What follows belongs to an exercise in optimizing a design on an open flow for small area, a short achievable clock period and few clock cycles per item; a production flow would make more cautious choices. RTL that was checked went through simulation tests only; none was proved equivalent to the original.

==> flow/design.v (excerpt) <==
module fp_div_top
(
    input  wire logic                        clk,
    input  wire logic                        reset,
    input  wire logic                        in_valid,
    input  wire logic [8+23:0] a,
    input  wire logic [8+23:0] b,
    output logic                             out_valid,
    output logic [8+23:0]     result,
    output logic                             exception,
    output logic                             overflow,
    output logic                             underflow
);
For scale: ~3900 cells after synthesis, about 1300 flip-flops, roughly 100 I/O pins, about 46000 um^2 of cells after synthesis.
Settings: LEC_CHECK=0, CAP_MARGIN=20, CORE_MARGIN=2, CORE_UTILIZATION=40, CTS_CLUSTER_DIAMETER=150, CTS_CLUSTER_SIZE=26, SLEW_MARGIN=20; clock period 15.0 ns.
standard.sh (not shown) runs the stock make flow with config.mk's settings and CLKGATE_MAP_FILE= SYNTH_SCRIPT=/design/flow/synth_recipe.tcl, a recipe that flattens the netlist after the stock synthesis.
==> flow/flow/run.sh <==
#!/bin/bash
# Standard synthesis, then the standard layout with repair_timing aiming for
# extra setup slack (the SDC and the clock period are unchanged).
set -euo pipefail
bash standard.sh synth > synth.log 2>&1
bash standard.sh SETUP_SLACK_MARGIN=11.0 finish > layout.log 2>&1
The baseline passed the timing, design-rule and antenna checks.
==> next run, changes <==
--- a/flow/flow/run.sh
+++ b/flow/flow/run.sh
@@ -5,2 +5,2 @@
 bash standard.sh synth > synth.log 2>&1
-bash standard.sh SETUP_SLACK_MARGIN=11.0 finish > layout.log 2>&1
+bash standard.sh SETUP_SLACK_MARGIN=10.8 finish > layout.log 2>&1
Routed wire length came out lower by a little under a tenth. Clock skew came out lower by 0.0071 ns. Final cell count came out lower slightly. Sequential share of layout area came out higher by 1.6 points. Flip-flop and latch count stays the same. Register-to-register slack stays flat.
Function was not checked in any run of this note: the RTL went through the layout flow alone.

---

## v27
Another version of the RTL of fp_div_top (not shown whole).
For scale: roughly 4200 cells after synthesis, about 1300 flip-flops, ~50000 µm² of cells after synthesis.
Settings: LEC_CHECK=0, CAP_MARGIN=20, CORE_MARGIN=2, CORE_UTILIZATION=40, SLEW_MARGIN=20; clock period 15.0 ns.
run.sh (not shown) runs the stock make flow with config.mk's settings and CLKGATE_MAP_FILE= SYNTH_SCRIPT=/design/flow/synth_recipe.tcl, a recipe that flattens the netlist after the stock synthesis.
Stock flow here: none of the scripts above is used.
Testbench counts of v27, summed over its fixed seeds: cycles 16,104, items 16,000.
[inputs] v5 vs v27
==> flow/flow/run.sh (new file) <==
#!/bin/bash
# Standard synthesis, then the standard layout with repair_timing aiming for
# extra setup slack (the SDC and the clock period are unchanged).
set -euo pipefail
bash standard.sh synth > synth.log 2>&1
bash standard.sh SETUP_SLACK_MARGIN=10.8 finish > layout.log 2>&1
==> flow/standard.sh (new file) <==
#!/bin/bash
# synth_recipe.tcl (not shown) runs the flow's synth.tcl, then flattens the netlist and writes it again
# the make line also repeats each setting of config.mk as NAME=value (left out here)
make -C /OpenROAD-flow-scripts/flow DESIGN_CONFIG=/design/flow/config.mk WORK_HOME=/design/flow/orfs CLKGATE_MAP_FILE= SYNTH_SCRIPT=/design/flow/synth_recipe.tcl "${@:-finish}"
removed: flow/run.sh
Results
The via count reported for v5 is higher than the one for v27. Between v27 and v5, the maximum clock frequency is higher for v5. Fraction of area in clock buffers and inverters, v27 and v5: larger value in v27. v5 finished every stage and its layout cleared the timing, design-rule and antenna checks. Going from v27 to v5, number of cell instances on the worst register-to-register path +1, layout-stage area growth over the synthesis result +2.1 points, sequential cell count of the final layout ~0 delta, shortest clock period the worst path allows after layout -960 ps, cell count +43.

---

fp_div_top, a different RTL version from the one above (not shown whole).
Size: about 1100 flip-flops, about 100 I/O pins, about 42000 um^2 of cells after synthesis.
Settings: LEC_CHECK=0, CAP_MARGIN=20, CORE_MARGIN=2, CORE_UTILIZATION=40, CTS_CLUSTER_DIAMETER=150, CTS_CLUSTER_SIZE=26, SLEW_MARGIN=20; clock period 15.0 ns.
standard.sh (not shown) runs the stock make flow with config.mk's settings and CLKGATE_MAP_FILE= SYNTH_SCRIPT=/design/flow/synth_recipe.tcl, a recipe that flattens the netlist after the stock synthesis.
==> flow/flow/run.sh <==
#!/bin/bash
# Standard synthesis, then the standard layout with repair_timing aiming for
# extra setup slack (the SDC and the clock period are unchanged).
set -euo pipefail
bash standard.sh synth > synth.log 2>&1
bash standard.sh SETUP_SLACK_MARGIN=10.8 finish > layout.log 2>&1
==> next run, changes <==
==> flow/flow/run.sh (replaced) <==
#!/bin/bash
# Standard synthesis, then the standard layout with repair_timing aiming for
# extra setup slack (the SDC and the clock period are unchanged), and the
# smallest buffer on each port.
set -euo pipefail
bash standard.sh synth > synth.log 2>&1
bash standard.sh SETUP_SLACK_MARGIN=10.8 "BUFFER_PORTS_ARGS=-buffer_cell sky130_fd_sc_hd__buf_1" finish > layout.log 2>&1
- global-route usage hardly moves
- count of clock-buffer cells in the layout climbs by 2
- cell area drops by about 0.9%
No run of this note included a check of the RTL's function; only the layout flow was run.

---

## north
Another version of the RTL of fp_div_top (not shown whole).
Size in the first run: about 1,400 flip-flops, roughly 100 I/O pins.
Design fp_div_top, start of the top module:
module fp_div_top
(
    input  wire logic                        clk,
    input  wire logic                        reset,
    input  wire logic                        in_valid,
    input  wire logic [8+23:0] a,
    input  wire logic [8+23:0] b,
    output logic                             out_valid,
    output logic [8+23:0]     result,
    output logic                             exception,
    output logic                             overflow,
    output logic                             underflow
);
    localparam int NST = 12;
    localparam int R   = 1;
    logic                  st_valid  [0:NST];
    logic                  st_sign   [0:NST];
    logic                  st_exc    [0:NST];
    logic                  st_zero   [0:NST];
    fp_div_pkg::exp_t      st_exp_lo [0:NST];
    logic [23-1:0]  st_b_frac [0:NST];
    fp_div_pkg::rem_t      st_s      [0:NST];
    fp_div_pkg::rem_t      st_c      [0:NST];
    fp_div_pkg::dig_t      st_qs     [0:NST];
    fp_div_pkg::dig_t      st_q1     [0:NST];
  ...
Settings: LEC_CHECK=0, CAP_MARGIN=20, CORE_MARGIN=2, CORE_UTILIZATION=40, SLEW_MARGIN=20; clock period 15.0 ns.
==> flow/flow/run.sh <==
#!/bin/bash
# Standard synthesis, then the standard layout with repair_timing aiming for
# extra setup slack (the SDC and the clock period are unchanged).
set -euo pipefail
bash standard.sh synth > synth.log 2>&1
bash standard.sh SETUP_SLACK_MARGIN=11 finish > layout.log 2>&1
north ended with every stage complete and zero timing, DRC or antenna violations.
Input-level comparison between south and north:
==> flow/run.sh (new file) <==
#!/bin/bash
# synth_recipe.tcl (not shown) runs the flow's synth.tcl, then flattens the netlist and writes it again
# the make line also repeats each setting of config.mk as NAME=value (left out here)
make -C /OpenROAD-flow-scripts/flow DESIGN_CONFIG=/design/flow/config.mk WORK_HOME=/design/flow/orfs CLKGATE_MAP_FILE= SYNTH_SCRIPT=/design/flow/synth_recipe.tcl finish
removed: flow/flow/run.sh
removed: flow/standard.sh
Results
- south vs north — first-pass GRT wire length dropped by a few percent
- The lower global-route usage came out of south.
Function was not checked in any run of this note: the RTL went through the layout flow alone.

[afterwards: timing with drivers on the ports]
The flow's constraints put no driver on any port. The routed layouts listed below were extracted and timed again, unchanged, in two steps.
Step 1, drivers: a clkbuf_16 drives clk and a buf_2 each remaining input, both assumed.
Step 2 also shifts input and output timing later by t, the mid clock arrival at the registers, as if the neighbouring blocks saw the same clock.
a / b / c = ideal ports / drivers / drivers and shift; a / b = the first two.
run | t (ns) | setup slack, ns | worst register clock-pin slew, ns
the first run of note 1 | 0.733 | 10.816 / 10.747 / 10.514 | 0.11 / 0.11
the second run of note 1 | 0.728 | 10.838 / 10.769 / 10.486 | 0.11 / 0.11
v27 | 0.780 | 9.777 / 9.777 / 9.378 | 0.07 / 0.07
v5 | 0.792 | 10.741 / 10.756 / 9.973 | 0.07 / 0.07
the first run of note 3 | 0.722 | 10.844 / 10.797 / 10.163 | 0.11 / 0.11
the second run of note 3 | 0.716 | 10.867 / 10.799 / 10.234 | 0.10 / 0.10
north | 0.793 | 10.826 / 10.754 / 10.078 | 0.06 / 0.06
south | 0.780 | 10.055 / 10.105 / 9.325 | 0.07 / 0.07
After both steps setup and hold are still met in every run listed. For v5, which loses most, drivers alone change the setup slack by +0.015 ns; drivers and shift together by -0.768 ns.
